This is an optimization exercise on Yosys and OpenROAD, whose aim is a short achievable clock period and few clock cycles, not a production implementation.
The RTL was checked by simulation tests, not by an equivalence proof against the original design.
Power figures rest on the tool's default switching activity, not on a simulated workload.

[flow/config.mk]
export PLATFORM = sky130hd
export DESIGN_NAME = soc_top
export DESIGN_NICKNAME = soc_top
export VERILOG_FILES = /design/flow/design.v
export SDC_FILE = /design/flow/constraint.sdc
export NUM_CORES = 4
export LEC_CHECK = 0
export CAP_MARGIN = 20
export CELL_PAD_IN_SITES_DETAIL_PLACEMENT = 0
export CELL_PAD_IN_SITES_GLOBAL_PLACEMENT = 1
export CORE_AREA = 5 5 495 515
export DIE_AREA = 0 0 500 520
export PLACE_DENSITY = 0.65
export SETUP_SLACK_MARGIN = 1.2
export SLEW_MARGIN = 20
export SYNTH_HIERARCHICAL = 1
export SYNTH_MEMORY_MAX_BITS = 16384
[flow/constraint.sdc]
create_clock -name core_clock -period 5.0 [get_ports {clock}]
set_input_delay 1.0000 -clock core_clock [delete_from_list [all_inputs] [get_ports {clock}]]
set_output_delay 1.0000 -clock core_clock [all_outputs]
set_load 0.01 [all_outputs]
[flow/design.v]
package soc_pkg;
  localparam int ADDR_W = 16;
  localparam int DATA_W = 32;
  localparam int MEM_WORDS = 64;
  localparam int MEM_AW    = 6;
  localparam logic [ADDR_W-1:0] MEM_BASE  = 16'h0000;
  localparam logic [ADDR_W-1:0] MMIO_BASE = 16'h8000;
  localparam logic [ADDR_W-1:0] TXDATA_OFS = 16'h0000;
  localparam logic [ADDR_W-1:0] RXDATA_OFS = 16'h0004;
  localparam logic [ADDR_W-1:0] STATUS_OFS = 16'h0008;
  localparam int CLKS_PER_BIT = 8;
  localparam int CLKS_W       = 4;
  typedef enum logic [1:0] {
    ST_IDLE,
    ST_WAIT_TX,
    ST_ACCESS,
    ST_RESP
  } bus_state_e;
  typedef enum logic [1:0] {
    REG_TXDATA,
    REG_RXDATA,
    REG_STATUS
  } mmio_reg_e;
endpackage
`timescale 1ns/1ps
import soc_pkg::*;
module uart_tx (
  input  logic       clock,
  input  logic       rst_n,
  input  logic       tx_start,
  input  logic [7:0] tx_byte,
  output logic       tx_busy,
  output logic       tx
);
  logic [CLKS_W-1:0] clk_cnt;
  logic [3:0]        bit_cnt;
  logic [8:0]        shift_q;
  logic              bit_tick;
  logic              load;
  assign load     = tx_start && !tx_busy;
  assign bit_tick = tx_busy && (clk_cnt == CLKS_W'(CLKS_PER_BIT - 1));
  always_ff @(posedge clock or negedge rst_n) begin
    if (!rst_n) begin
      tx_busy <= 1'b0;
      tx      <= 1'b1;
      clk_cnt <= '0;
      bit_cnt <= '0;
    end else if (load) begin
      tx_busy <= 1'b1;
      tx      <= 1'b0;
      clk_cnt <= '0;
      bit_cnt <= '0;
    end else if (tx_busy) begin
      if (bit_tick) begin
        clk_cnt <= '0;
        if (bit_cnt == 4'd9) begin
          tx_busy <= 1'b0;
          tx      <= 1'b1;
        end else begin
          tx      <= shift_q[0];
          bit_cnt <= bit_cnt + 4'd1;
        end
      end else begin
        clk_cnt <= clk_cnt + 1'b1;
      end
    end
  end
  always_ff @(posedge clock) begin
    if (load) begin
      shift_q <= {1'b1, tx_byte};
    end else if (bit_tick) begin
      shift_q <= {1'b1, shift_q[8:1]};
    end
  end
endmodule
`timescale 1ns/1ps
import soc_pkg::*;
module uart_rx (
  input  logic       clock,
  input  logic       rst_n,
  input  logic       rx,
  output logic       rx_done,
  output logic [7:0] rx_byte
);
  logic              rx_meta;
  logic              rx_sync;
  logic              active;
  logic [CLKS_W-1:0] clk_cnt;
  logic [3:0]        bit_cnt;
  logic              sample;
  assign sample = active && (clk_cnt == CLKS_W'(CLKS_PER_BIT - 1));
  always_ff @(posedge clock or negedge rst_n) begin
    if (!rst_n) begin
      rx_meta <= 1'b1;
      rx_sync <= 1'b1;
      active  <= 1'b0;
      clk_cnt <= '0;
      bit_cnt <= '0;
      rx_done <= 1'b0;
    end else begin
      rx_meta <= rx;
      rx_sync <= rx_meta;
      rx_done <= 1'b0;
      if (!active) begin
        if (!rx_sync) begin
          active  <= 1'b1;
          clk_cnt <= CLKS_W'(CLKS_PER_BIT / 2);
          bit_cnt <= '0;
        end
      end else if (sample) begin
        clk_cnt <= '0;
        bit_cnt <= bit_cnt + 4'd1;
        if (bit_cnt == 4'd0 && rx_sync) begin
          active <= 1'b0;
        end else if (bit_cnt == 4'd9) begin
          active  <= 1'b0;
          rx_done <= rx_sync;
        end
      end else begin
        clk_cnt <= clk_cnt + 1'b1;
      end
    end
  end
  always_ff @(posedge clock) begin
    if (sample && bit_cnt >= 4'd1 && bit_cnt <= 4'd8) begin
      rx_byte <= {rx_sync, rx_byte[7:1]};
    end
  end
endmodule
`timescale 1ns/1ps
import soc_pkg::*;
module uart_mmio (
  input  logic              clock,
  input  logic              rst_n,
  input  logic              reg_wr,
  input  logic              reg_rd,
  input  logic [1:0]        reg_sel,
  input  logic [DATA_W-1:0] reg_wdata,
  output logic [7:0]        reg_rdata,
  output logic              tx_busy,
  output logic              irq,
  output logic              tx,
  input  logic              rx
);
  logic       tx_start;
  logic       rx_done;
  logic [7:0] rx_byte;
  logic       rx_valid;
  logic [7:0] rx_hold;
  assign tx_start = reg_wr && (reg_sel == REG_TXDATA);
  always_ff @(posedge clock or negedge rst_n) begin
    if (!rst_n) begin
      rx_valid <= 1'b0;
    end else begin
      if (rx_done) begin
        rx_valid <= 1'b1;
      end else if (reg_rd && reg_sel == REG_RXDATA) begin
        rx_valid <= 1'b0;
      end
    end
  end
  always_ff @(posedge clock) begin
    if (rx_done) begin
      rx_hold <= rx_byte;
    end
  end
  always_comb begin
    case (reg_sel)
      REG_RXDATA: reg_rdata = rx_hold;
      REG_STATUS: reg_rdata = {6'b0, rx_valid, tx_busy};
      default:    reg_rdata = '0;
    endcase
  end
  assign irq = rx_valid;
  uart_tx tx_i (
    .clock    (clock),
    .rst_n    (rst_n),
    .tx_start (tx_start),
    .tx_byte  (reg_wdata[7:0]),
    .tx_busy  (tx_busy),
    .tx       (tx)
  );
  uart_rx rx_i (
    .clock   (clock),
    .rst_n   (rst_n),
    .rx      (rx),
    .rx_done (rx_done),
    .rx_byte (rx_byte)
  );
endmodule
`timescale 1ns/1ps
import soc_pkg::*;
module scratch_mem (
  input  logic              clock,
  input  logic              mem_we,
  input  logic [MEM_AW-1:0] mem_addr,
  input  logic [DATA_W-1:0] mem_wdata,
  input  logic              rd_off,
  input  logic [7:0]        rd_or,
  output logic [DATA_W-1:0] mem_rdata
);
  logic [DATA_W-1:0] mem [MEM_WORDS];
  always_ff @(posedge clock) begin
    if (mem_we) begin
      mem[mem_addr] <= mem_wdata;
    end
  end
  for (genvar b = 0; b < DATA_W; b++) begin : g_bit
    logic [MEM_WORDS-1:0] col;
    for (genvar w = 0; w < MEM_WORDS; w++) begin : g_col
      assign col[w] = mem[w][b];
    end
    if (b < 8) begin : g_x
      rd_slice_x slice_i (
        .d    (col),
        .addr (mem_addr),
        .off  (rd_off),
        .x    (rd_or[b]),
        .y    (mem_rdata[b])
      );
    end else begin : g_n
      rd_slice slice_i (
        .d    (col),
        .addr (mem_addr),
        .off  (rd_off),
        .y    (mem_rdata[b])
      );
    end
  end
endmodule
module rd_slice (
  input  logic [MEM_WORDS-1:0] d,
  input  logic [MEM_AW-1:0]    addr,
  input  logic                 off,
  output logic                 y
);
  logic [7:0] sa;
  logic [7:0] sb_n;
  rd_dec  dec_i  (.addr(addr), .off(off), .sa(sa), .sb_n(sb_n));
  rd_tree tree_i (.d(d), .sa(sa), .sb_n(sb_n), .y(y));
endmodule
module rd_slice_x (
  input  logic [MEM_WORDS-1:0] d,
  input  logic [MEM_AW-1:0]    addr,
  input  logic                 off,
  input  logic                 x,
  output logic                 y
);
  logic [7:0] sa;
  logic [7:0] sb_n;
  rd_dec    dec_i  (.addr(addr), .off(off), .sa(sa), .sb_n(sb_n));
  rd_tree_x tree_i (.d(d), .sa(sa), .sb_n(sb_n), .x(x), .y(y));
endmodule
module rd_dec (
  input  logic [MEM_AW-1:0] addr,
  input  logic              off,
  output logic [7:0]        sa,
  output logic [7:0]        sb_n
);
  rd_pre3  pre_lo_i (.a(addr[2:0]), .y(sa));
  rd_pre3n pre_hi_i (.a(addr[5:3]), .off(off), .y_n(sb_n));
endmodule
module rd_pre3 (
  input  logic [2:0] a,
  output logic [7:0] y
);
  always_comb begin
    for (int i = 0; i < 8; i++) begin
      y[i] = a == 3'(i);
    end
  end
endmodule
module rd_pre3n (
  input  logic [2:0] a,
  input  logic       off,
  output logic [7:0] y_n
);
  always_comb begin
    for (int i = 0; i < 8; i++) begin
      y_n[i] = !(!off && a == 3'(i));
    end
  end
endmodule
module rd_tree (
  input  logic [MEM_WORDS-1:0] d,
  input  logic [7:0]           sa,
  input  logic [7:0]           sb_n,
  output logic                 y
);
  logic [31:0] l1;
  logic [7:0]  l2;
  logic [3:0]  l3;
  for (genvar i = 0; i < 32; i++) begin : g_l1
    rd_aoi22 u (.a(d[2*i]), .sa(sa[(2*i) % 8]), .b(d[2*i+1]), .sb(sa[(2*i+1) % 8]), .y(l1[i]));
  end
  for (genvar i = 0; i < 8; i++) begin : g_l2
    rd_aoi41 u (.a(l1[4*i+3:4*i]), .b(sb_n[i]), .y(l2[i]));
  end
  for (genvar i = 0; i < 4; i++) begin : g_l3
    rd_nor2 u (.a(l2[2*i+1:2*i]), .y(l3[i]));
  end
  logic y4, y5;
  rd_nand4 u4 (.a(l3), .y(y4));
  rd_inv   u5 (.a(y4), .y(y5));
  rd_inv   u6 (.a(y5), .y(y));
endmodule
module rd_tree_x (
  input  logic [MEM_WORDS-1:0] d,
  input  logic [7:0]           sa,
  input  logic [7:0]           sb_n,
  input  logic                 x,
  output logic                 y
);
  logic [31:0] l1;
  logic [7:0]  l2;
  logic [3:0]  l3;
  for (genvar i = 0; i < 32; i++) begin : g_l1
    rd_aoi22 u (.a(d[2*i]), .sa(sa[(2*i) % 8]), .b(d[2*i+1]), .sb(sa[(2*i+1) % 8]), .y(l1[i]));
  end
  for (genvar i = 0; i < 8; i++) begin : g_l2
    rd_aoi41 u (.a(l1[4*i+3:4*i]), .b(sb_n[i]), .y(l2[i]));
  end
  for (genvar i = 0; i < 3; i++) begin : g_l3
    rd_nor2 u (.a(l2[2*i+1:2*i]), .y(l3[i]));
  end
  rd_nor3 u3 (.a({x, l2[7:6]}), .y(l3[3]));
  logic y4, y5;
  rd_nand4 u4 (.a(l3), .y(y4));
  rd_inv   u5 (.a(y4), .y(y5));
  rd_inv   u6 (.a(y5), .y(y));
endmodule
module rd_aoi41 (
  input  logic [3:0] a,
  input  logic       b,
  output logic       y
);
  assign y = !((&a) || b);
endmodule
module rd_aoi22 (
  input  logic a,
  input  logic sa,
  input  logic b,
  input  logic sb,
  output logic y
);
  assign y = !((a && sa) || (b && sb));
endmodule
module rd_nand4 (
  input  logic [3:0] a,
  output logic       y
);
  assign y = !(&a);
endmodule
module rd_nor2 (
  input  logic [1:0] a,
  output logic       y
);
  assign y = !(|a);
endmodule
module rd_nor3 (
  input  logic [2:0] a,
  output logic       y
);
  assign y = !(|a);
endmodule
module rd_inv (
  input  logic a,
  output logic y
);
  assign y = !a;
endmodule
`timescale 1ns/1ps
import soc_pkg::*;
module bus_ctrl (
  input  logic              rst_n,
  input  logic              wb_cyc,
  input  logic              wb_stb,
  input  logic              wb_we,
  input  logic [ADDR_W-1:0] wb_adr,
  output logic [DATA_W-1:0] wb_rdata,
  output logic              wb_ack,
  output logic              wb_err,
  output logic              mem_we,
  input  logic [DATA_W-1:0] mem_rdata,
  output logic [7:0]        rd_or,
  output logic              reg_wr,
  output logic              reg_rd,
  output logic [1:0]        reg_sel,
  input  logic [7:0]        reg_rdata,
  input  logic              tx_busy
);
  logic req;
  logic dec_mem;
  logic dec_reg;
  logic stall;
  always_comb begin
    req     = wb_cyc && wb_stb && rst_n;
    dec_mem = wb_adr < ADDR_W'(MEM_WORDS * 4);
    dec_reg = wb_adr == MMIO_BASE + TXDATA_OFS || wb_adr == MMIO_BASE + RXDATA_OFS ||
              wb_adr == MMIO_BASE + STATUS_OFS;
    reg_sel = wb_adr[3:2];
    stall  = dec_reg && reg_sel == REG_TXDATA && wb_we && tx_busy;
    wb_ack = req && (dec_mem || dec_reg) && !stall;
    wb_err = req && !(dec_mem || dec_reg);
    mem_we = req && dec_mem && wb_we;
    reg_wr = req && dec_reg && wb_we && !stall;
    reg_rd = req && dec_reg && !wb_we;
  end
  assign rd_or    = wb_adr[15] ? reg_rdata : 8'h0;
  assign wb_rdata = mem_rdata;
endmodule
`timescale 1ns/1ps
import soc_pkg::*;
module soc_top (
  input  logic              clock,
  input  logic              rst_n,
  input  logic              wb_cyc,
  input  logic              wb_stb,
  input  logic              wb_we,
  input  logic [ADDR_W-1:0] wb_adr,
  input  logic [DATA_W-1:0] wb_wdata,
  output logic [DATA_W-1:0] wb_rdata,
  output logic              wb_ack,
  output logic              wb_err,
  output logic              tx,
  input  logic              rx,
  output logic              irq
);
  logic              mem_we;
  logic [DATA_W-1:0] mem_rdata;
  logic [7:0]        rd_or;
  logic              reg_wr;
  logic              reg_rd;
  logic [1:0]        reg_sel;
  logic [7:0]        reg_rdata;
  logic              tx_busy;
  bus_ctrl ctrl_i (
    .rst_n     (rst_n),
    .wb_cyc    (wb_cyc),
    .wb_stb    (wb_stb),
    .wb_we     (wb_we),
    .wb_adr    (wb_adr),
    .wb_rdata  (wb_rdata),
    .wb_ack    (wb_ack),
    .wb_err    (wb_err),
    .mem_we    (mem_we),
    .mem_rdata (mem_rdata),
    .rd_or     (rd_or),
    .reg_wr    (reg_wr),
    .reg_rd    (reg_rd),
    .reg_sel   (reg_sel),
    .reg_rdata (reg_rdata),
    .tx_busy   (tx_busy)
  );
  scratch_mem mem_i (
    .clock     (clock),
    .mem_we    (mem_we),
    .mem_addr  (wb_adr[MEM_AW+1:2]),
    .mem_wdata (wb_wdata),
    .rd_off    (wb_adr[15]),
    .rd_or     (rd_or),
    .mem_rdata (mem_rdata)
  );
  uart_mmio uart_i (
    .clock     (clock),
    .rst_n     (rst_n),
    .reg_wr    (reg_wr),
    .reg_rd    (reg_rd),
    .reg_sel   (reg_sel),
    .reg_wdata (wb_wdata),
    .reg_rdata (reg_rdata),
    .tx_busy   (tx_busy),
    .irq       (irq),
    .tx        (tx),
    .rx        (rx)
  );
endmodule
[flow/flow/run.sh]
#!/bin/bash
# Standard layout, except that after the floorplan the scratch memory's
# flip-flops are placed in bit-slice blocks (flow/array.tcl) and fixed there,
# so that each bit's read multiplexer stays local, and the port buffers start
# as buf_4 (resized later as usual). Each step's output goes to a log file
# of its own in this folder.
set -euo pipefail
bash standard.sh synth floorplan > 1_synth_floorplan.log 2>&1
ODB_FILE="orfs/results/${FLOW_PLATFORM}/soc_top/base/2_floorplan.odb" \
  openroad -no_init -exit flow/array.tcl > 2_array_place.log 2>&1
BUFFER_PORTS_ARGS="-buffer_cell sky130_fd_sc_hd__buf_4" bash standard.sh > 3_place_to_finish.log 2>&1
[flow/flow/array.tcl]
# Places the scratch memory's flip-flops in bit-slice blocks and fixes them:
# block b holds bit b of all 64 words, so that the read multiplexer of each
# bit stays local. Reads and writes the floorplan database given in ODB_FILE.
# With MODE ring (the default) the blocks sit along the die's edges, so that
# each bit's read tree ends near its output pin; with MODE grid they sit on a
# BX x BY grid. Each block holds ROWS_PER_BLOCK rows of SEGS_PER_BLOCK
# tap-to-tap segments with FLOPS_PER_SEG flip-flops each.
read_db $::env(ODB_FILE)
set block [ord::get_db_block]
set dbu [$block getDefUnits]

proc knob {name default} {
  if {[info exists ::env(ARRAY_$name)]} { return $::env(ARRAY_$name) }
  return $default
}
set BX [knob BX 4]
set MODE [knob MODE ring]
set BY [knob BY 8]
set ROWS_PER_BLOCK [knob ROWS 16]
set SEGS_PER_BLOCK [knob SEGS 2]
set FLOPS_PER_SEG 2
set GAP_ROWS [knob GAP_ROWS 2]
set GAP_SEGS [knob GAP_SEGS 1]
# inside a block, ROW_GROUP rows of flip-flops are followed by ROW_SKIP free rows
set ROW_GROUP [knob ROW_GROUP 2]
set ROW_SKIP [knob ROW_SKIP 0]
set BLOCK_ROWS [expr {$ROWS_PER_BLOCK + (($ROWS_PER_BLOCK - 1) / $ROW_GROUP) * $ROW_SKIP}]

# rows bottom to top
set rows {}
foreach row [$block getRows] {
  lappend rows [list [lindex [$row getOrigin] 1] $row]
}
set rows [lsort -integer -index 0 $rows]
set nrows [llength $rows]

# tap cells per row y
array set taps {}
foreach inst [$block getInsts] {
  if {[string match "*tapvpwrvgnd*" [[$inst getMaster] getName]]} {
    set bb [$inst getBBox]
    lappend taps([$bb yMin]) [list [$bb xMin] [$bb xMax]]
  }
}

set flop_w 0
set flops {}
foreach inst [$block getInsts] {
  set n [$inst getName]
  if {[regexp {^mem_i\.mem\\?\[(\d+)\\?\]\\?\[(\d+)\\?\]} $n -> w b]} {
    lappend flops [list $w $b $inst]
    set flop_w [[$inst getMaster] getWidth]
  }
}
puts "array: [llength $flops] memory flip-flops, width $flop_w, $nrows rows"

# free segments of a row: the gaps between taps (and the row ends) at least
# FLOPS_PER_SEG flip-flops wide
proc segments {row y} {
  global taps flop_w FLOPS_PER_SEG
  set x0 [lindex [$row getOrigin] 0]
  set x1 [expr {$x0 + [$row getSiteCount] * [$row getSpacing]}]
  set ts [lsort -integer -index 0 $taps($y)]
  set segs {}
  set cur $x0
  foreach t $ts {
    if {[lindex $t 0] - $cur >= $FLOPS_PER_SEG * ($flop_w + 920)} { lappend segs [list $cur [lindex $t 0]] }
    set cur [lindex $t 1]
  }
  if {$x1 - $cur >= $FLOPS_PER_SEG * ($flop_w + 920)} { lappend segs [list $cur $x1] }
  return $segs
}

# slots: {first row, first segment (from the left, or from the right when
# from_right is 1)} of each block
set slots {}
if {$MODE eq "ring"} {
  # blocks along the die's edges, so that each bit's read tree ends next to
  # the edge where its output pin goes: full rows of blocks at the bottom
  # and top, columns of blocks at the left and right in between
  set nseg 1000000
  for {set i 1} {$i < $nrows - 1} {incr i} {
    set n [llength [segments [lindex $rows $i 1] [lindex $rows $i 0]]]
    if {$n < $nseg} { set nseg $n }
  }
  set per_row [expr {$nseg / $SEGS_PER_BLOCK}]
  set bot 1
  set top [expr {$nrows - 1 - $ROWS_PER_BLOCK}]
  for {set i 0} {$i < $per_row} {incr i} {
    lappend slots [list $bot [expr {$i * $SEGS_PER_BLOCK}] 0]
    lappend slots [list $top [expr {$i * $SEGS_PER_BLOCK}] 0]
  }
  set r [expr {$bot + $ROWS_PER_BLOCK + $GAP_ROWS}]
  while {$r + $ROWS_PER_BLOCK + $GAP_ROWS <= $top} {
    lappend slots [list $r 0 0]
    lappend slots [list $r 0 1]
    incr r [expr {$ROWS_PER_BLOCK + $GAP_ROWS}]
  }
} else {
  set need_rows [expr {$BY * $BLOCK_ROWS + ($BY - 1) * $GAP_ROWS}]
  set row0 [expr {($nrows - $need_rows) / 2}]
  if {$row0 < 0} { error "array: $need_rows rows needed, $nrows available" }
  set need_segs [expr {$BX * $SEGS_PER_BLOCK + ($BX - 1) * $GAP_SEGS}]
  for {set b 0} {$b < $BX * $BY} {incr b} {
    set bx [expr {$b % $BX}]
    set by [expr {$b / $BX}]
    lappend slots [list [expr {$row0 + $by * ($BLOCK_ROWS + $GAP_ROWS)}] \
      [expr {$bx * ($SEGS_PER_BLOCK + $GAP_SEGS)}] 0 $need_segs]
  }
}
puts "array: [llength $slots] block slots"
if {[llength $slots] < 32} { error "array: only [llength $slots] block slots" }

foreach f $flops {
  lassign $f w b inst
  lassign [lindex $slots $b] r0 s0 from_right need_segs
  set lr [expr {$w / ($SEGS_PER_BLOCK * $FLOPS_PER_SEG)}]
  set ls [expr {($w / $FLOPS_PER_SEG) % $SEGS_PER_BLOCK}]
  set slot [expr {$w % $FLOPS_PER_SEG}]
  set ri [expr {$r0 + $lr + ($lr / $ROW_GROUP) * $ROW_SKIP}]
  lassign [lindex $rows $ri] y row
  set segs [segments $row $y]
  if {$need_segs eq ""} {
    set seg0 0
  } else {
    set seg0 [expr {([llength $segs] - $need_segs) / 2}]
    if {$seg0 < 0} { error "array: $need_segs segments needed in row $ri, [llength $segs] available" }
  }
  if {$from_right} {
    set si [expr {[llength $segs] - $SEGS_PER_BLOCK - $s0 + $ls}]
  } else {
    set si [expr {$seg0 + $s0 + $ls}]
  }
  set seg [lindex $segs $si]
  # flip-flops two sites apart, centred in their segment, on the site grid
  set site [$row getSpacing]
  set pitch [expr {$flop_w + 2 * $site}]
  set free [expr {[lindex $seg 1] - [lindex $seg 0] - $FLOPS_PER_SEG * $pitch + 2 * $site}]
  if {$free < 0} { error "array: segment too narrow" }
  set x [expr {[lindex $seg 0] + ($free / 2 / $site) * $site + $slot * $pitch}]
  $inst setOrient [$row getOrient]
  $inst setLocation $x $y
  $inst setPlacementStatus FIRM
}
write_db $::env(ODB_FILE)
puts "array: placed"
[flow/standard.sh]
#!/bin/bash
# synth_recipe.tcl (not shown) runs the flow's synth.tcl, then flattens the netlist and writes it again
# the make line also repeats each setting of config.mk as NAME=value (left out here)
make -C /OpenROAD-flow-scripts/flow DESIGN_CONFIG=/design/flow/config.mk WORK_HOME=/design/flow/orfs CLKGATE_MAP_FILE= SYNTH_SCRIPT=/design/flow/synth_recipe.tcl "${@:-finish}"
==> results.py, run 1 <==
metrics = {
    "layout": {
        "stdcell_count": 8556,
        "syn_to_final_growth_pct": 19.9,
        "layout.nets": 5149,
        "drive_gt1_share_pct": 46.2,
    },
    "detailed_routing": {
        "dr.pass1.iters": 7,
        "drtIter0Drc": 13700,
        "vias": 56400,
        "viasPerCell": 6.59,
        "wl_per_cell_um": 41.9,
        "route.detailed.drc": 0,
        "wirelength_mm": 358,
        "antenna_left": 0,
    },
    "placement": {
        "dp.cells": 8054,
        "port-buffer-count": 89,
        "hpwl_mm": 210,
        "gp_congestion": 0.843,
    },
    "worst_setup_path": {
        "crit_arrival_ns": 3.23,
        "r2r-end": "uart_i.tx_i.shift_q[7]",
        "critPathMaxStageDelay_ns": 0.53,
        "required_ns": 4.00,
        "worstSetupPathType": "in2out",
        "cp-end-kind": "primary output",
        "cp-start-kind": "input port",
        "cp_max_fo": 8,
        "crit_path_cell_trace": "buf_16 -> buf_12 -> buf_16 -> nor3b_1 -> buf_4 -> a22oi_2 -> a41oi_4 -> nor2_2 -> nand4_1 -> inv_1 -> inv_1 -> buf_4",
        "ff2ff_setup_slack_ns": 2.85,
        "cp_slowest_cell": "a22oi_2",
        "r2r_start": "uart_i.tx_i.tx_busy",
        "cp_top_family": "buffers and inverters",
        "worst-r2r-cell-count": 5,
        "critical_path_buf_inv_count": 7,
    },
    "synthesis": {
        "ys_ff_latch": 2095,
        "synth_nets": 4462,
        "synth_top_area_cell": "edfxtp_1",
        "synth_common_cells": "2072 x edfxtp_1, 1024 x a22oi_2, 256 x a41oi_2, 184 x nor2_1, 100 x nand4bb_1",
        "synthFlopType": "edfxtp_1",
        "synth_edf_count": 2072,
        "seq_area_frac_synth_pct": 72.0,
        "syn_area_mm2": 0.0872,
        "yosys.cell_count.top_type": "edfxtp_1",
        "yosysTopAreaCellShare_pct": 71.3,
        "syn_area_per_cell_um2": 19.8,
        "ys_types": 62,
        "async_flop_share_pct": 1.10,
        "yosysWarnings": 13,
        "synthTopCellsByArea": "edfxtp_1 71%, a22oi_2 15%, a41oi_2 4.8%",
        "syn_inst": 4398,
    },
    "timing": {
        "post-route-period-util_pct": 84.6,
        "fmax_mhz": 236,
        "fin_crit_ns": 4.23,
        "worst_pin_slew_ns": 1.32,
        "whs_ns": 0.0991,
        "slew_violations": 0,
        "finalHoldViolations": 0,
        "skew_ns": 0.0420,
        "slew_headroom_pct": 11.7,
        "finalSetupViolCount": 0,
        "rsz0062_at_grt": "yes",
        "setup_tns_ns": 0,
    },
    "power_and_ir_drop": {
        "powerDensity_mw_per_mm2": 350,
        "seq_power_share_pct": 52.9,
        "clock_power_share_pct": 40.5,
        "p_sw_share_pct": 22.4,
        "leakage_uw": 0.0301,
        "combPwrFrac_pct": 6.6,
        "switchingPower_uw": 8200,
        "irDropWorstVdd_uv": 542,
        "internal_power_uw": 28400,
    },
    "global_routing": {
        "first_global_vias": 49700,
        "grt.total_usage_pct": 26.2,
        "grt_max_degree": 66,
        "grt_pass1_wl_mm": 455,
        "grt_overflow": 0,
        "antenna_found_initial": 11,
    },
    "clock_tree": {
        "numCtsBuffers": 187,
        "clkSinkCount": 2095,
        "clock_path_buffers": 3,
        "cts_tree": "done",
        "ctsHoldBuffers": 0,
        "cts_root_buf": "clkbuf_16",
        "clkLatencyLatePin_ns": 0.82,
        "htree_levels": 4,
        "clk_pin_slew_ns": 0.06,
    },
    "die": {
        "initial_core_util_pct": 35.0,
        "io_pins": 90,
        "num_rows": 187,
        "die_x_um": 500,
        "dieArea_mm2": 0.260,
        "core-area_mm2": 0.249,
        "die_h_um": 520,
    },
    "flow_run": {
        "maxCapViolCount": 0,
    },
    "outcome": {
        "status": "complete, no violations",
    },
    "hold_path": {
        "worst_hold_path_type": "in2async",
    },
}
[worst register-to-register path, stage by stage (launching register included)]
cell and delay (ns):
dfrtp_2 0.52, a2111oi_4 0.33, and2_1 0.21, and2b_1 0.41
buf_4 0.24, nand2b_1 0.13
[layer usage]
layer	global-route usage, %	routed length [µm]	up-vias	share of wire, %
met5	0	327	-	0.091
li1	-	-	20600	-
met4	18.7	32400	18	9.0
met1	32.1	111000	27200	31
met3	14.1	74500	1479	21
met2	34.8	140000	7050	39
[cell type report]
cell class	count	area, µm²
antenna	13	32.5
fill	21600	145000
inverter	74	278
tap	3307	4140
timing repair buffer	550	6230
clock inverter	129	1550
multi-input combinational	2177	24700
sequential	2095	62800
clock buffer	211	4810
[power by group through the flow]
stage               registers, µW  clock network [µW]  logic, µW
global placement            19800                   0       1800
finish                      19400               14800       2400
floorplan                   19800                   0       1010
global route                19400               16000       2470
CTS                         19400               14900       2230
detailed placement          19800                   0       1860
[layout by cell type (no fill, tap or decap), types with 29 or more instances in the layout]
cell	Yosys	layout
a41oi_2	256	250
clkinv_1	0	37
nor3b_1	97	79
nand4_1	34	34
nand4bb_1	100	99
nand2_1	31	31
clkbuf_16	0	194
buf_12	0	49
buf_16	0	40
nand4b_1	35	35
edfxtp_1	2072	2072
nor2_1	184	97
buf_4	34	371
nor3_1	42	30
nor2_2	0	29
or4b_1	97	94
clkinv_2	0	37
nor2_4	0	58
a22oi_2	1024	1024
and3b_2	96	70
buf_6	5	57
inv_1	74	56
[flip-flops by register name (all words and copies together) (netlist names), 4 cells and up]
signal	flops
uart_i.tx_i.clk_cnt	4
uart_i.rx_i.clk_cnt	4
uart_i.rx_i.bit_cnt	4
uart_i.tx_i.shift_q	8
uart_i.rx_i.rx_byte	8
uart_i.rx_hold	8
uart_i.tx_i.bit_cnt	4
mem_i.mem	2048
[repair_timing]
| item | 4_1_cts | 5_1_grt |
|---|---|---|
| resized for setup | 159 | 105 |
| buffers inserted | 63 | 41 |
| pin swaps | 104 | 117 |
| gates cloned | 39 | 6 |
| setup endpoints to repair | 32 | 32 |
[per-module statistics from Yosys, one instance, submodules excluded, a selection]
module	times used	cells	flip-flops and latches	cell area, µm²
scratch_mem	1	2149	2048	62000
uart_rx	1	63	20	870
uart_tx	1	82	18	861
bus_ctrl	1	61	0	475
uart_mmio	1	27	9	400
rd_pre3n	32	8	0	80.1
rd_pre3	32	8	0	65.1
rd_aoi41	256	1	0	16.3
rd_aoi22	1024	1	0	12.5
rd_nor3	8	1	0	10.0
rd_nand4	32	1	0	6.26
rd_inv	64	1	0	3.75
rd_nor2	120	1	0	3.75
[stage by stage]
| stage | setup slack, ns | instance area, µm² | util (%) | total power [µW] |
|---|---|---|---|---|
| 6_report | 0.769 | 105000 | 42.0 | 36600 |
| 5_1_grt | 0.821 | 105000 | 42.0 | 37900 |
| 4_1_cts | 1.07 | 104000 | 41.6 | 36500 |
| 3_5_place_dp | 0.577 | 95100 | 38.2 | 21600 |
| 3_3_place_gp | 0.573 | 95100 | 38.1 | 21600 |
| 2_1_floorplan | 0.937 | 87400 | - | 20800 |
[kinds of logic after synthesis]
group,count (synthesis),synth area share (%)
DFF,2095,72.0
AOI/OAI and AO/OA,1317,19.8
and+or+nand+nor,846,7.30
buffers and inverters,126,0.746
adders and majority gates,10,0.143
xor gates and xnor gates,2,0.0201
muxes,2,0.0244
[worst max path at each step]
stage / start / end / slack (ns) / depth (start not counted)
2_1_floorplan: wb_adr[10] / mem_i.mem[45][0] / 0.94 / 6
3_3_place_gp: wb_adr[4] / wb_rdata[24] / 0.57 / 9
3_5_place_dp: wb_adr[2] / wb_rdata[0] / 0.58 / 10
4_1_cts: wb_adr[3] / wb_rdata[0] / 1.07 / 11
5_1_grt: wb_adr[3] / wb_rdata[2] / 0.82 / 12
6_report: wb_adr[3] / wb_rdata[2] / 0.77 / 12
Testbench counts, summed over its fixed seeds: cycles 4,800.
==> inputs of run 2 (changes only) <==
--- a/flow/design.v
+++ b/flow/design.v
@@ -275,12 +275,38 @@
   input  logic       off,
   output logic [7:0] y_n
 );
+  logic [3:0] h;
+  logic [1:0] t;
+  rd_pre2e hi_i (.a(a[2:1]), .off(off), .y(h));
+  rd_pre1  lo_i (.a(a[0]), .y(t));
+  for (genvar i = 0; i < 8; i++) begin : g_y
+    rd_nand2 u (.a(h[i / 2]), .b(t[i % 2]), .y(y_n[i]));
+  end
+endmodule
+module rd_pre2e (
+  input  logic [1:0] a,
+  input  logic       off,
+  output logic [3:0] y
+);
   always_comb begin
-    for (int i = 0; i < 8; i++) begin
-      y_n[i] = !(!off && a == 3'(i));
+    for (int i = 0; i < 4; i++) begin
+      y[i] = !off && a == 2'(i);
     end
   end
 endmodule
+module rd_pre1 (
+  input  logic       a,
+  output logic [1:0] y
+);
+  assign y = {a, !a};
+endmodule
+module rd_nand2 (
+  input  logic a,
+  input  logic b,
+  output logic y
+);
+  assign y = !(a && b);
+endmodule
 module rd_tree (
   input  logic [MEM_WORDS-1:0] d,
   input  logic [7:0]           sa,
==> run 2 against run 1 <==
Effect of this change: flip-flop and latch count unchanged; register-to-register slack better by 0.05 ns; clock power about the same; still clean; fmax rose by 2.9%; critical path type unchanged.
==> results.py, run 2 <==
metrics = {
    "outcome": {
        "status": "complete, no violations",
    },
    "timing": {
        "slew_headroom_pct": 44.2,
        "finalSetupViolCount": 0,
        "post-route-period-util_pct": 82.2,
        "worst_pin_slew_ns": 0.837,
        "fmax_mhz": 243,
        "rsz0062_at_grt": "yes",
        "setup_tns_ns": 0,
        "slew_violations": 0,
        "skew_ns": 0.0426,
        "finalHoldViolations": 0,
        "fin_crit_ns": 4.11,
    },
    "detailed_routing": {
        "route.detailed.drc": 0,
        "viasPerCell": 6.44,
        "drtIter0Drc": 14000,
        "dr.pass1.iters": 7,
        "wirelength_mm": 350,
        "antenna_left": 0,
        "wl_per_cell_um": 40.2,
        "vias": 56000,
    },
    "clock_tree": {
        "clk_pin_slew_ns": 0.06,
        "clkSinkCount": 2095,
        "cts_root_buf": "clkbuf_16",
        "clock_path_buffers": 3,
        "htree_levels": 4,
        "clkLatencyLatePin_ns": 0.84,
        "cts_tree": "done",
        "numCtsBuffers": 188,
    },
    "layout": {
        "mostFrequentLayoutCells": "2072 x edfxtp_1, 1024 x a22oi_2, 353 x buf_4, 287 x nand2_1, 253 x a41oi_2",
        "drive_gt1_share_pct": 45.0,
        "n_fill_cell": 21700,
        "postLayoutCoreUtil_pct": 41.7,
        "largest_reg_flops": 2048,
        "syn_to_final_growth_pct": 19.6,
        "final_common_cell": "edfxtp_1",
        "seq_area_mm2": 0.0628,
        "multi_input_area_mm2": 0.0240,
        "top_register": "mem_i.mem",
        "layout.nets": 5305,
    },
    "synthesis": {
        "synthAdderAreaFrac_pct": 0.144,
        "synthTopCellsByArea": "edfxtp_1 72%, a22oi_2 15%, a41oi_2 4.8%",
        "synthSimpleGateAreaFrac_pct": 6.59,
        "synth_compound_area_share_pct": 19.8,
        "syn_area_mm2": 0.0870,
        "ys_ff_latch": 2095,
        "synth_edf_count": 2072,
        "yosysWarnings": 13,
        "syn_area_per_cell_um2": 18.9,
        "synth_common_cells": "2072 x edfxtp_1, 1024 x a22oi_2, 287 x nand2_1, 256 x a41oi_2, 184 x nor2_1",
        "synth_mux_area_share_pct": 0.0245,
        "synth_nets": 4654,
        "yosys.cell_count.top_type": "edfxtp_1",
        "yosysTopAreaCellShare_pct": 71.6,
        "async_flop_share_pct": 1.10,
        "synth_xor_area_share_pct": 0.0201,
        "synthFlopType": "edfxtp_1",
        "ys_types": 61,
        "synth_top_family_by_area": "compound AO/OA/AOI/OAI gates",
        "synth_top_area_cell": "edfxtp_1",
        "seq_area_frac_synth_pct": 72.2,
        "syn_inst": 4590,
    },
    "worst_setup_path": {
        "worstSetupPathType": "in2out",
        "required_ns": 4.00,
        "cp_max_fo": 8,
        "r2r-end": "uart_i.tx_i.shift_q[0]",
        "ff2ff_setup_slack_ns": 2.90,
        "r2r_start": "uart_i.tx_i.tx_busy",
        "cp-end-kind": "primary output",
        "worst-r2r-cell-count": 6,
        "crit_arrival_ns": 3.11,
        "cp-start-kind": "input port",
    },
    "die": {
        "die_x_um": 500,
        "core-area_mm2": 0.249,
        "die_h_um": 520,
        "initial_core_util_pct": 34.9,
        "io_pins": 90,
        "dieArea_mm2": 0.260,
        "num_rows": 187,
    },
    "placement": {
        "gp_congestion": 0.846,
        "port-buffer-count": 89,
        "hpwl_mm": 197,
    },
    "power_and_ir_drop": {
        "powerDensity_mw_per_mm2": 350,
        "irDropWorstVdd_uv": 431,
        "leakage_uw": 0.0302,
    },
    "global_routing": {
        "grt.total_usage_pct": 25.2,
        "grt_max_degree": 69,
        "antenna_found_initial": 13,
        "first_global_vias": 48700,
        "grt_pass1_wl_mm": 438,
        "grt_overflow": 0,
    },
    "flow_run": {
        "maxCapViolCount": 0,
    },
    "hold_path": {
        "worst_hold_path_type": "in2async",
    },
}
[run 2: timing repair]
action	4_1_cts	5_1_grt
setup buffers	64	80
hold buffers	1	0
gates cloned	24	19
pin swaps	97	140
endpoints found under the setup margin	32	32
resized for setup	119	113
hold endpoints to repair	1	0
[run 2: worst max path at each step]
stage / start / to / slack [ns] / cells after the start
finish: wb_adr[2] / wb_rdata[11] / 0.89 / 12
global route: wb_adr[2] / wb_rdata[11] / 0.91 / 12
CTS: wb_adr[3] / wb_rdata[2] / 1.04 / 11
detailed placement: wb_adr[4] / wb_rdata[26] / 0.70 / 11
global placement: wb_adr[4] / wb_rdata[20] / 0.76 / 11
floorplan: wb_adr[10] / mem_i.mem[45][0] / 0.94 / 6
[run 2: logic make-up after synthesis]
family	count (synthesis)
DFF	2095
AOI/OAI and AO/OA	1317
and+or+nand+nor	974
buffers and inverters	190
adders and majority gates	10
xor gates and xnor gates	2
muxes	2
[run 2: report_power, final]
group	leakage (µW)	internal (µW)	switching (µW)
Combinational	0.00829	852	1480
Clock	0.00304	8150	6560
Sequential	0.0189	19300	53.0
Total	0.0302	28300	8090
[run 2: cell type report]
| class | count | area share, % |
|---|---|---|
| Antenna cell | 9 | 0.0217 |
| Tap cell | 3307 | 3.98 |
| Multi-Input combinational cell | 2305 | 23.1 |
| Clock inverter | 127 | 1.44 |
| Clock buffer | 211 | 4.63 |
| Inverter | 106 | 0.383 |
| Sequential cell | 2095 | 60.4 |
| Timing Repair Buffer | 545 | 6.11 |
[run 2: stage by stage]
stage | total power [µW] | cell area, µm² | cells | setup WS [ns] | hold slack, ns
floorplan | 20800 | 87100 | 4590 | 0.937 | 0.345
global placement | 21500 | 94400 | 8170 | 0.757 | 0.360
detailed placement | 21600 | 94400 | 8170 | 0.699 | 0.357
CTS | 36200 | 102000 | 8597 | 1.04 | 0.0135
global route | 37700 | 104000 | 8699 | 0.914 | 0.0549
finish | 36400 | 104000 | 8705 | 0.889 | 0.118
[run 2: routing by layer]
layer | vias up | track usage [%] | part of all wire (%)
li1 | 20600 | - | -
met1 | 26800 | 30.9 | 31
met2 | 7083 | 34.1 | 39
met3 | 1518 | 12.9 | 20
met4 | 6 | 17.5 | 9.1
met5 | - | 0.201 | 0.035
[run 2: modules after synthesis (local to each module, per instance), excerpt]
module | area (µm²) | times used | flip-flops and latches
rd_nand4 | 6.26 | 32 | 0
rd_pre2e | 30.0 | 32 | 0
rd_aoi41 | 16.3 | 256 | 0
uart_mmio | 400 | 1 | 9
bus_ctrl | 475 | 1 | 0
rd_pre3 | 65.1 | 32 | 0
rd_aoi22 | 12.5 | 1024 | 0
uart_tx | 861 | 1 | 18
rd_nor2 | 3.75 | 120 | 0
rd_nor3 | 10.0 | 8 | 0
scratch_mem | 62000 | 1 | 2048
rd_pre1 | 11.3 | 32 | 0
rd_inv | 3.75 | 64 | 0
rd_nand2 | 3.75 | 256 | 0
uart_rx | 870 | 1 | 20
[run 2: worst max-delay path, cell delays in order]
cell and delay [ns]:
buf_16 0.14, buf_16 0.18, buf_6 0.13, buf_8 0.12, and3_4 0.24, a22oi_2 0.44
a41oi_4 0.25, nor2_2 0.18, nand4_1 0.13, inv_1 0.09, inv_2 0.06, buf_6 0.12
Testbench counts of run 2, summed over its fixed seeds: cycles 4,800.
==> inputs of run 3 (changes only) <==
==> flow/flow/array.tcl (replaced) <==
# Places the scratch memory's flip-flops in bit-slice blocks and fixes them:
# block b holds bit b of all 64 words, so that the read multiplexer of each
# bit stays local. Reads and writes the floorplan database given in ODB_FILE.
# Blocks sit on a BX x BY grid; each holds ROWS_PER_BLOCK rows of SEGS_PER_BLOCK
# tap-to-tap segments with FLOPS_PER_SEG flip-flops each.
read_db $::env(ODB_FILE)
set block [ord::get_db_block]
set dbu [$block getDefUnits]

proc knob {name default} {
  if {[info exists ::env(ARRAY_$name)]} { return $::env(ARRAY_$name) }
  return $default
}
set BX [knob BX 4]
set BY [knob BY 8]
set ROWS_PER_BLOCK [knob ROWS 16]
set SEGS_PER_BLOCK [knob SEGS 2]
set FLOPS_PER_SEG 2
set GAP_ROWS [knob GAP_ROWS 2]
set GAP_SEGS [knob GAP_SEGS 1]
# inside a block, ROW_GROUP rows of flip-flops are followed by ROW_SKIP free rows
set ROW_GROUP [knob ROW_GROUP 2]
set ROW_SKIP [knob ROW_SKIP 0]
set BLOCK_ROWS [expr {$ROWS_PER_BLOCK + (($ROWS_PER_BLOCK - 1) / $ROW_GROUP) * $ROW_SKIP}]

# rows bottom to top
set rows {}
foreach row [$block getRows] {
  lappend rows [list [lindex [$row getOrigin] 1] $row]
}
set rows [lsort -integer -index 0 $rows]
set nrows [llength $rows]

# tap cells per row y
array set taps {}
foreach inst [$block getInsts] {
  if {[string match "*tapvpwrvgnd*" [[$inst getMaster] getName]]} {
    set bb [$inst getBBox]
    lappend taps([$bb yMin]) [list [$bb xMin] [$bb xMax]]
  }
}

set flop_w 0
set flops {}
foreach inst [$block getInsts] {
  set n [$inst getName]
  if {[regexp {^mem_i\.mem\\?\[(\d+)\\?\]\\?\[(\d+)\\?\]} $n -> w b]} {
    lappend flops [list $w $b $inst]
    set flop_w [[$inst getMaster] getWidth]
  }
}
puts "array: [llength $flops] memory flip-flops, width $flop_w, $nrows rows"

# free segments of a row: the gaps between taps (and the row ends) at least
# FLOPS_PER_SEG flip-flops wide
proc segments {row y} {
  global taps flop_w FLOPS_PER_SEG
  set x0 [lindex [$row getOrigin] 0]
  set x1 [expr {$x0 + [$row getSiteCount] * [$row getSpacing]}]
  set ts [lsort -integer -index 0 $taps($y)]
  set segs {}
  set cur $x0
  foreach t $ts {
    if {[lindex $t 0] - $cur >= $FLOPS_PER_SEG * ($flop_w + 920)} { lappend segs [list $cur [lindex $t 0]] }
    set cur [lindex $t 1]
  }
  if {$x1 - $cur >= $FLOPS_PER_SEG * ($flop_w + 920)} { lappend segs [list $cur $x1] }
  return $segs
}

set need_rows [expr {$BY * $BLOCK_ROWS + ($BY - 1) * $GAP_ROWS}]
set row0 [expr {($nrows - $need_rows) / 2}]
if {$row0 < 0} { error "array: $need_rows rows needed, $nrows available" }

foreach f $flops {
  lassign $f w b inst
  set bx [expr {$b % $BX}]
  set by [expr {$b / $BX}]
  set lr [expr {$w / ($SEGS_PER_BLOCK * $FLOPS_PER_SEG)}]
  set ls [expr {($w / $FLOPS_PER_SEG) % $SEGS_PER_BLOCK}]
  set slot [expr {$w % $FLOPS_PER_SEG}]
  set ri [expr {$row0 + $by * ($BLOCK_ROWS + $GAP_ROWS) + $lr + ($lr / $ROW_GROUP) * $ROW_SKIP}]
  lassign [lindex $rows $ri] y row
  set segs [segments $row $y]
  set need_segs [expr {$BX * $SEGS_PER_BLOCK + ($BX - 1) * $GAP_SEGS}]
  set seg0 [expr {([llength $segs] - $need_segs) / 2}]
  if {$seg0 < 0} { error "array: $need_segs segments needed in row $ri, [llength $segs] available" }
  set si [expr {$seg0 + $bx * ($SEGS_PER_BLOCK + $GAP_SEGS) + $ls}]
  set seg [lindex $segs $si]
  # flip-flops two sites apart, centred in their segment, on the site grid
  set site [$row getSpacing]
  set pitch [expr {$flop_w + 2 * $site}]
  set free [expr {[lindex $seg 1] - [lindex $seg 0] - $FLOPS_PER_SEG * $pitch + 2 * $site}]
  if {$free < 0} { error "array: segment too narrow" }
  set x [expr {[lindex $seg 0] + ($free / 2 / $site) * $site + $slot * $pitch}]
  $inst setOrient [$row getOrient]
  $inst setLocation $x $y
  $inst setPlacementStatus FIRM
}
write_db $::env(ODB_FILE)
puts "array: placed"
--- a/flow/config.mk
+++ b/flow/config.mk
@@ -8,8 +8,8 @@
 export CAP_MARGIN = 20
 export CELL_PAD_IN_SITES_DETAIL_PLACEMENT = 0
 export CELL_PAD_IN_SITES_GLOBAL_PLACEMENT = 1
-export CORE_AREA = 5 5 495 515
-export DIE_AREA = 0 0 500 520
+export CORE_AREA = 5 5 405 425
+export DIE_AREA = 0 0 410 430
 export PLACE_DENSITY = 0.65
 export SETUP_SLACK_MARGIN = 1.2
 export SLEW_MARGIN = 20
==> run 3 against run 2 <==
Effect of this change: fmax is 3.9% higher; global-route usage is 8.5 points higher; utilization is 19 points higher; clock-buffer cell count is 8 higher; wire length is 12% lower; highest routed layer unchanged.
==> results.py, run 3 <==
metrics = {
    "clock_tree": {
        "clkSinkCount": 2095,
        "clk_pin_slew_ns": 0.06,
        "htree_levels": 4,
        "clkLatencyLatePin_ns": 0.80,
        "cts_root_buf": "clkbuf_16",
        "ctsHoldBuffers": 0,
        "clock_path_buffers": 3,
        "numCtsBuffers": 180,
        "cts_tree": "done",
    },
    "worst_setup_path": {
        "ff2ff_setup_slack_ns": 2.53,
        "cp_top_family": "buffers and inverters",
        "cp-end-kind": "primary output",
        "cp.depth": 12,
        "worstSetupPathType": "in2out",
        "worst-r2r-cell-count": 4,
        "cp-start-kind": "input port",
        "required_ns": 4.00,
        "critPathMaxStageDelay_ns": 0.30,
        "crit_path_cell_trace": "buf_16 -> buf_16 -> buf_8 -> nor3b_4 -> buf_6 -> a22oi_2 -> a41oi_2 -> nor2_2 -> nand4_1 -> inv_1 -> inv_2 -> buf_6",
        "cp_slowest_cell": "a22oi_2",
        "crit_arrival_ns": 2.96,
        "critical_path_buf_inv_count": 7,
        "cp_max_fo": 8,
        "r2r-end": "uart_i.tx_i.shift_q[6]",
        "r2r_start": "uart_i.tx_i.tx_busy",
    },
    "global_routing": {
        "grt_use_met3_pct": 11.5,
        "busiest_layer": "met2",
        "first_global_vias": 49900,
        "antenna_found_initial": 23,
        "met1_usage_pct": 38.8,
        "grt.total_usage_pct": 33.7,
        "grt_max_degree": 94,
        "grt_overflow": 0,
        "grt_pass1_wl_mm": 405,
        "use_met2_pct": 51.6,
    },
    "timing": {
        "slew_headroom_pct": 35.0,
        "worst_pin_slew_ns": 0.971,
        "fin_crit_ns": 3.96,
        "finalSetupViolCount": 0,
        "rsz0062_at_grt": "yes",
        "fmax_mhz": 253,
        "skew_ns": 0.0124,
        "finalHoldViolations": 0,
        "post-route-period-util_pct": 79.1,
        "slew_violations": 0,
        "whs_ns": 0.302,
        "setup_tns_ns": 0,
    },
    "power_and_ir_drop": {
        "leakage_uw": 0.0298,
        "power.total_uw": 35500,
        "powerDensity_mw_per_mm2": 350,
        "irDropWorstVdd_uv": 277,
    },
    "placement": {
        "port-buffer-count": 89,
        "gp_congestion": 0.888,
        "placed_area_mm2": 0.0930,
        "hpwl_mm": 174,
    },
    "synthesis": {
        "synth_top_area_cell": "edfxtp_1",
        "syn_area_mm2": 0.0870,
        "syn_area_per_cell_um2": 18.9,
        "yosysWarnings": 13,
        "synthFlopType": "edfxtp_1",
        "seq_area_frac_synth_pct": 72.2,
        "yosys.cell_count.top_type": "edfxtp_1",
        "async_flop_share_pct": 1.10,
        "synth_common_cells": "2072 x edfxtp_1, 1024 x a22oi_2, 287 x nand2_1, 256 x a41oi_2, 184 x nor2_1",
        "ys_ff_latch": 2095,
        "syn_inst": 4590,
        "synth_edf_count": 2072,
        "yosysTopAreaCellShare_pct": 71.6,
        "ys_types": 61,
        "synthTopCellsByArea": "edfxtp_1 72%, a22oi_2 15%, a41oi_2 4.8%",
        "synth_nets": 4654,
    },
    "die": {
        "num_rows": 154,
        "initial_core_util_pct": 51.9,
        "die_x_um": 410,
        "die_h_um": 430,
        "dieArea_mm2": 0.176,
        "core-area_mm2": 0.167,
        "io_pins": 90,
    },
    "layout": {
        "final_area_mm2": 0.101,
        "mostFrequentLayoutCells": "2072 x edfxtp_1, 1024 x a22oi_2, 387 x buf_4, 287 x nand2_1, 256 x a41oi_2",
        "postLayoutCoreUtil_pct": 60.6,
        "layout.nets": 5280,
        "drive_gt1_share_pct": 44.9,
        "top_register": "mem_i.mem",
        "largest_reg_flops": 2048,
        "final_common_cell": "edfxtp_1",
        "syn_to_final_growth_pct": 16.6,
    },
    "flow_run": {
        "maxCapViolCount": 0,
    },
    "hold_path": {
        "worstHoldStart": "rx",
        "worst_hold_path_type": "in2reg",
        "whs_path_depth": 1,
        "min_to": "uart_i.rx_i.rx_meta",
    },
    "detailed_routing": {
        "vias": 54400,
        "wl_per_cell_um": 40.6,
        "viasPerCell": 7.18,
        "route.detailed.drc": 0,
        "drtIter0Drc": 12100,
        "dr.pass1.iters": 6,
        "antenna_left": 0,
        "wirelength_mm": 308,
    },
    "outcome": {
        "status": "complete, no violations",
    },
}
==> run 3: cell counts after synthesis <==
Identical to the previous run, type by type.
==> run 3: Yosys stat by module, one instance, submodules excluded, a selection <==
module / cell area [µm²] / copies in the design
rd_nand4: 6.26 / 32
rd_pre3: 65.1 / 32
uart_mmio: 400 / 1
rd_inv: 3.75 / 64
rd_nor3: 10.0 / 8
rd_aoi41: 16.3 / 256
rd_nor2: 3.75 / 120
uart_tx: 861 / 1
scratch_mem: 62000 / 1
rd_aoi22: 12.5 / 1024
uart_rx: 870 / 1
bus_ctrl: 475 / 1
rd_pre1: 11.3 / 32
rd_nand2: 3.75 / 256
==> run 3: report_power, final <==
group	leakage, µW	switching [µW]	total, µW	internal, µW
combinational	0.00807	1420	2240	819
sequential	0.0189	55.3	19400	19300
clock	0.00284	6120	13900	7780
==> run 3: worst reg2reg max path, stage by stage, from the launching register on <==
cell and delay [ns]:
dfrtp_2 0.56, a2111oi_4 0.46, and2_1 0.35, nand2b_1 0.34
nand2_1 0.42
==> run 3: worst max-delay path by stage <==
stage / startpoint / slack, ns / end
after floorplan: wb_adr[10] / 0.94 / mem_i.mem[45][0]
after global placement: wb_adr[3] / 0.72 / wb_rdata[2]
after detailed placement: wb_adr[3] / 0.61 / wb_rdata[1]
after CTS: wb_adr[4] / 1.11 / wb_rdata[8]
after global routing: wb_adr[4] / 1.04 / wb_rdata[7]
final: wb_adr[4] / 1.04 / wb_rdata[7]
==> run 3: kinds of logic (layout without fill, tap and decap cells) <==
| kind of cell | count (synthesis) | after routing | synth area share, % |
|---|---|---|---|
| compound gates | 1317 | 1317 | 19.8 |
| xor+xnor | 2 | 2 | 0.0201 |
| fa+ha+maj | 10 | 10 | 0.144 |
| buf+inv | 190 | 965 | 1.16 |
| flops | 2095 | 2095 | 72.2 |
| mux | 2 | 2 | 0.0245 |
| other cells | 0 | 28 | 0 |
| simple gates | 974 | 974 | 6.59 |
==> run 3: per-layer routing <==
layer / part of all wire (%) / vias up
met5: 0.041 / -
met4: 11 / 8
met3: 16 / 1840
met2: 44 / 6328
met1: 29 / 25600
li1: - / 20600
==> run 3: what timing repair did <==
action,4_1_cts,5_1_grt
cloned,26,9
endpoints found under the hold margin,0,0
endpoints found under the setup margin,33,32
gates resized for setup,138,103
pin swaps,131,137
setup buffers,47,31
==> run 3: cell type report <==
type	instances	area (µm²)
fillers	11600	66000
multi-input cells	2305	24000
well taps	2184	2730
clock inverters	112	1170
clock buffers	219	4710
diodes	28	70.1
flip-flops and latches	2095	62800
repair buffers	528	5550
inverters	106	398
==> run 3: through the flow <==
step,setup slack (ns),cells
after floorplan,0.937,4590
after global placement,0.716,7105
after detailed placement,0.614,7105
after CTS,1.11,7509
after global routing,1.04,7554
final,1.04,7577
==> inputs of run 4 (changes only) <==
--- a/flow/design.v
+++ b/flow/design.v
@@ -275,38 +275,12 @@
   input  logic       off,
   output logic [7:0] y_n
 );
-  logic [3:0] h;
-  logic [1:0] t;
-  rd_pre2e hi_i (.a(a[2:1]), .off(off), .y(h));
-  rd_pre1  lo_i (.a(a[0]), .y(t));
-  for (genvar i = 0; i < 8; i++) begin : g_y
-    rd_nand2 u (.a(h[i / 2]), .b(t[i % 2]), .y(y_n[i]));
-  end
-endmodule
-module rd_pre2e (
-  input  logic [1:0] a,
-  input  logic       off,
-  output logic [3:0] y
-);
   always_comb begin
-    for (int i = 0; i < 4; i++) begin
-      y[i] = !off && a == 2'(i);
+    for (int i = 0; i < 8; i++) begin
+      y_n[i] = !(!off && a == 3'(i));
     end
   end
 endmodule
-module rd_pre1 (
-  input  logic       a,
-  output logic [1:0] y
-);
-  assign y = {a, !a};
-endmodule
-module rd_nand2 (
-  input  logic a,
-  input  logic b,
-  output logic y
-);
-  assign y = !(a && b);
-endmodule
 module rd_tree (
   input  logic [MEM_WORDS-1:0] d,
   input  logic [7:0]           sa,
==> run 4 against run 3 <==
Effect of this change: hold slack lost 0.015 ns; sequential share of layout area down 0.72 points; combinational power increased by 4%; critical path type unchanged; largest power group unchanged; highest routed layer unchanged.
==> results.py, run 4 <==
metrics = {
    "flow_run": {
        "maxCapViolCount": 0,
    },
    "synthesis": {
        "async_flop_share_pct": 1.10,
        "ys_types": 62,
        "synth_compound_area_share_pct": 19.8,
        "synth_top_family_by_area": "compound AO/OA/AOI/OAI gates",
        "synth_nets": 4462,
        "synth_edf_count": 2072,
        "syn_area_mm2": 0.0872,
        "ys_ff_latch": 2095,
        "synth_top_area_cell": "edfxtp_1",
        "syn_area_per_cell_um2": 19.8,
        "synth_xor_area_share_pct": 0.0201,
        "synth_common_cells": "2072 x edfxtp_1, 1024 x a22oi_2, 256 x a41oi_2, 184 x nor2_1, 100 x nand4bb_1",
        "synthSimpleGateAreaFrac_pct": 7.30,
        "yosysWarnings": 13,
        "seq_area_frac_synth_pct": 72.0,
        "yosysTopAreaCellShare_pct": 71.3,
        "synth_mux_area_share_pct": 0.0244,
        "synthFlopType": "edfxtp_1",
        "synthTopCellsByArea": "edfxtp_1 71%, a22oi_2 15%, a41oi_2 4.8%",
        "synthAdderAreaFrac_pct": 0.143,
        "syn_inst": 4398,
        "yosys.cell_count.top_type": "edfxtp_1",
    },
    "power_and_ir_drop": {
        "clock_power_share_pct": 39.4,
        "leakage_uw": 0.0299,
        "switchingPower_uw": 7640,
        "powerDensity_mw_per_mm2": 350,
        "internal_power_uw": 28200,
        "combPwrFrac_pct": 6.5,
        "irDropWorstVdd_uv": 270,
        "power.total_uw": 35900,
        "p_sw_share_pct": 21.3,
        "seq_power_share_pct": 54.1,
    },
    "layout": {
        "postLayoutCoreUtil_pct": 61.3,
        "syn_to_final_growth_pct": 17.6,
        "largest_reg_flops": 2048,
        "multi_input_area_mm2": 0.0246,
        "final_common_cell": "edfxtp_1",
        "drive_gt1_share_pct": 45.5,
        "mostFrequentLayoutCells": "2072 x edfxtp_1, 1025 x a22oi_2, 385 x buf_4, 256 x a41oi_2, 202 x clkbuf_16",
        "n_fill_cell": 11500,
        "seq_area_mm2": 0.0628,
        "layout.nets": 5135,
        "top_register": "mem_i.mem",
    },
    "detailed_routing": {
        "vias": 54900,
        "antenna_left": 0,
        "wirelength_mm": 318,
        "viasPerCell": 7.40,
        "dr.pass1.iters": 6,
        "wl_per_cell_um": 42.8,
        "drtIter0Drc": 13200,
        "route.detailed.drc": 0,
    },
    "timing": {
        "finalHoldViolations": 0,
        "skew_ns": 0.0217,
        "slew_headroom_pct": 38.5,
        "finalSetupViolCount": 0,
        "setup_tns_ns": 0,
        "slew_violations": 0,
        "worst_pin_slew_ns": 0.920,
        "fin_crit_ns": 4.01,
        "post-route-period-util_pct": 80.2,
        "rsz0062_at_grt": "yes",
        "fmax_mhz": 249,
    },
    "placement": {
        "hpwl_mm": 174,
        "gp_congestion": 0.862,
        "port-buffer-count": 89,
    },
    "global_routing": {
        "grt_overflow": 0,
        "grt_pass1_wl_mm": 409,
        "first_global_vias": 50000,
        "grt_max_degree": 88,
        "grt.total_usage_pct": 34.1,
        "antenna_found_initial": 25,
    },
    "die": {
        "initial_core_util_pct": 52.1,
        "num_rows": 154,
        "dieArea_mm2": 0.176,
        "io_pins": 90,
        "die_h_um": 430,
        "die_x_um": 410,
        "core-area_mm2": 0.167,
    },
    "clock_tree": {
        "cts_root_buf": "clkbuf_16",
        "cts_tree": "done",
        "numCtsBuffers": 181,
        "clock_path_buffers": 3,
        "clkSinkCount": 2095,
        "clkLatencyLatePin_ns": 0.81,
        "clk_pin_slew_ns": 0.07,
        "htree_levels": 4,
    },
    "worst_setup_path": {
        "crit_arrival_ns": 3.01,
        "required_ns": 4.00,
        "ff2ff_setup_slack_ns": 2.86,
        "cp_max_fo": 41,
        "cp-end-kind": "primary output",
        "cp-start-kind": "input port",
        "worstSetupPathType": "in2out",
    },
    "outcome": {
        "status": "complete, no violations",
    },
    "hold_path": {
        "worst_hold_path_type": "in2async",
    },
}
==> run 4: changes by cell type after synthesis <==
| cell | change |
|---|---|
| nand2_1 | -256 |
| nand4b_1 | +32 |
| or4_1 | +32 |
| inv_1 | -32 |
| buf_4 | -32 |
| nor3_1 | -32 |
| nor3b_1 | -64 |
| or4b_1 | +96 |
| and3b_2 | -32 |
| nand4bb_1 | +96 |
==> run 4: layer usage <==
layer / global-route usage [%] / wire [µm] / vias to the layer above
met1: 39.5 / 91900 / 25900
met4: 28.7 / 37100 / 18
li1: - / - / 20600
met5: 0.328 / 189 / -
met2: 50.9 / 137000 / 6493
met3: 11.8 / 51800 / 1922
==> run 4: power groups by stage <==
stage	sequential, µW	combinational (µW)	clock [µW]
2_1_floorplan	19800	1010	0
3_3_place_gp	19800	1820	0
3_5_place_dp	19800	1870	0
4_1_cts	19400	2110	14100
5_1_grt	19400	2400	15300
6_report	19400	2340	14100
==> run 4: area by class of cell <==
| cell class | count | share of cell area (%) |
|---|---|---|
| Timing Repair Buffer | 542 | 6.02 |
| Inverter | 74 | 0.271 |
| Tap cell | 2184 | 2.66 |
| Antenna cell | 21 | 0.0512 |
| Clock buffer | 217 | 4.61 |
| Multi-Input combinational cell | 2177 | 23.9 |
| Clock inverter | 116 | 1.25 |
| Sequential cell | 2095 | 61.2 |
==> run 4: path summary, 6_finish.rpt <==
kind                                           from                      to  depth (start not counted)
worst max-delay path                      wb_adr[6]            wb_rdata[21]                          9
worst min-delay path                          rst_n  uart_i.rx_i.bit_cnt[2]                          2
worst max register to register  uart_i.tx_i.tx_busy  uart_i.tx_i.shift_q[0]                          6
worst min register to register  uart_i.rx_i.rx_meta     uart_i.rx_i.rx_sync                          0
max in group asynchronous                     rst_n          uart_i.tx_i.tx                          2
min in group core_clock                          rx     uart_i.rx_i.rx_meta                          1
==> run 4: timing repair <==
| action | 4_1_cts | 5_1_grt |
|---|---|---|
| setup buffers | 47 | 46 |
| gates resized for setup | 151 | 81 |
| pin swaps | 69 | 104 |
| gates cloned | 28 | 19 |
| hold buffers | 0 | 0 |
| endpoints found under the setup margin | 32 | 32 |
==> run 4: through the flow <==
stage	std cells	area (µm²)	worst slack, ns	hold slack (ns)
after floorplan	4398	87400	0.937	0.345
after global placement	6932	93500	0.600	0.346
after detailed placement	6932	93500	0.526	0.357
after CTS	7340	101000	1.11	0.280
after global routing	7410	103000	1.03	0.296
final	7426	103000	0.990	0.287
==> run 4: critical path, cell delays in order <==
cell and delay [ns]:
buf_16 0.16, buf_4 0.34, or4b_1 0.57, a41oi_2 0.23, nor2_1 0.10, nand4_1 0.10, inv_1 0.05, inv_1 0.16
buf_4 0.16
==> run 4: cells by family after synthesis <==
logic type | count (synthesis)
muxes | 2
buffers and inverters | 126
xor gates and xnor gates | 2
AOI/OAI and AO/OA | 1317
and+or+nand+nor | 846
DFF | 2095
adders and majority gates | 10
==> run 4: per-module statistics from Yosys (local to each module, per instance), excerpt <==
module / cell area [µm²] / flops+latches / cells / copies in the design
rd_nand4: 6.26 / 0 / 1 / 32
rd_pre3: 65.1 / 0 / 8 / 32
rd_inv: 3.75 / 0 / 1 / 64
rd_pre3n: 80.1 / 0 / 8 / 32
scratch_mem: 62000 / 2048 / 2149 / 1
rd_nor2: 3.75 / 0 / 1 / 120
uart_tx: 861 / 18 / 82 / 1
uart_mmio: 400 / 9 / 27 / 1
rd_nor3: 10.0 / 0 / 1 / 8
Testbench counts of run 4, summed over its fixed seeds: cycles 4,800.

static timing again, ports no longer ideal:
How much do the figures lean on ideal ports? The routed layouts below were timed once more, with nothing changed but the port constraints.
Step 1 assumes that a clkbuf_16 drives the clock port and a buf_2 every other input.
Step 2 times the ports against the registers' clock, not the clock port: input delays grow and output delays shrink by t, the midpoint of the rising clock arrivals with the driver on.
a / b / c = ideal ports / drivers / drivers and shift; a / b = the first two.
run	t (ns)	setup slack, ns	hold WS [ns]	slew at the worst register clock pin (ns)
run 1	0.897	0.769 / 0.232 / 0.232	0.099 / 0.035 / 0.408	0.09 / 0.09
run 2	0.887	0.889 / 0.517 / 0.517	0.118 / 0.058 / 0.364	0.08 / 0.08
run 3	0.871	1.044 / 0.570 / 0.570	0.302 / 0.252 / 0.367	0.07 / 0.07
run 4	0.874	0.990 / 0.644 / 0.644	0.287 / 0.251 / 0.362	0.07 / 0.07
After both steps setup and hold are still met in every run listed. The setup slack of run 1, which loses most, moves by -0.537 ns with the drivers and by -0.537 ns with both steps.
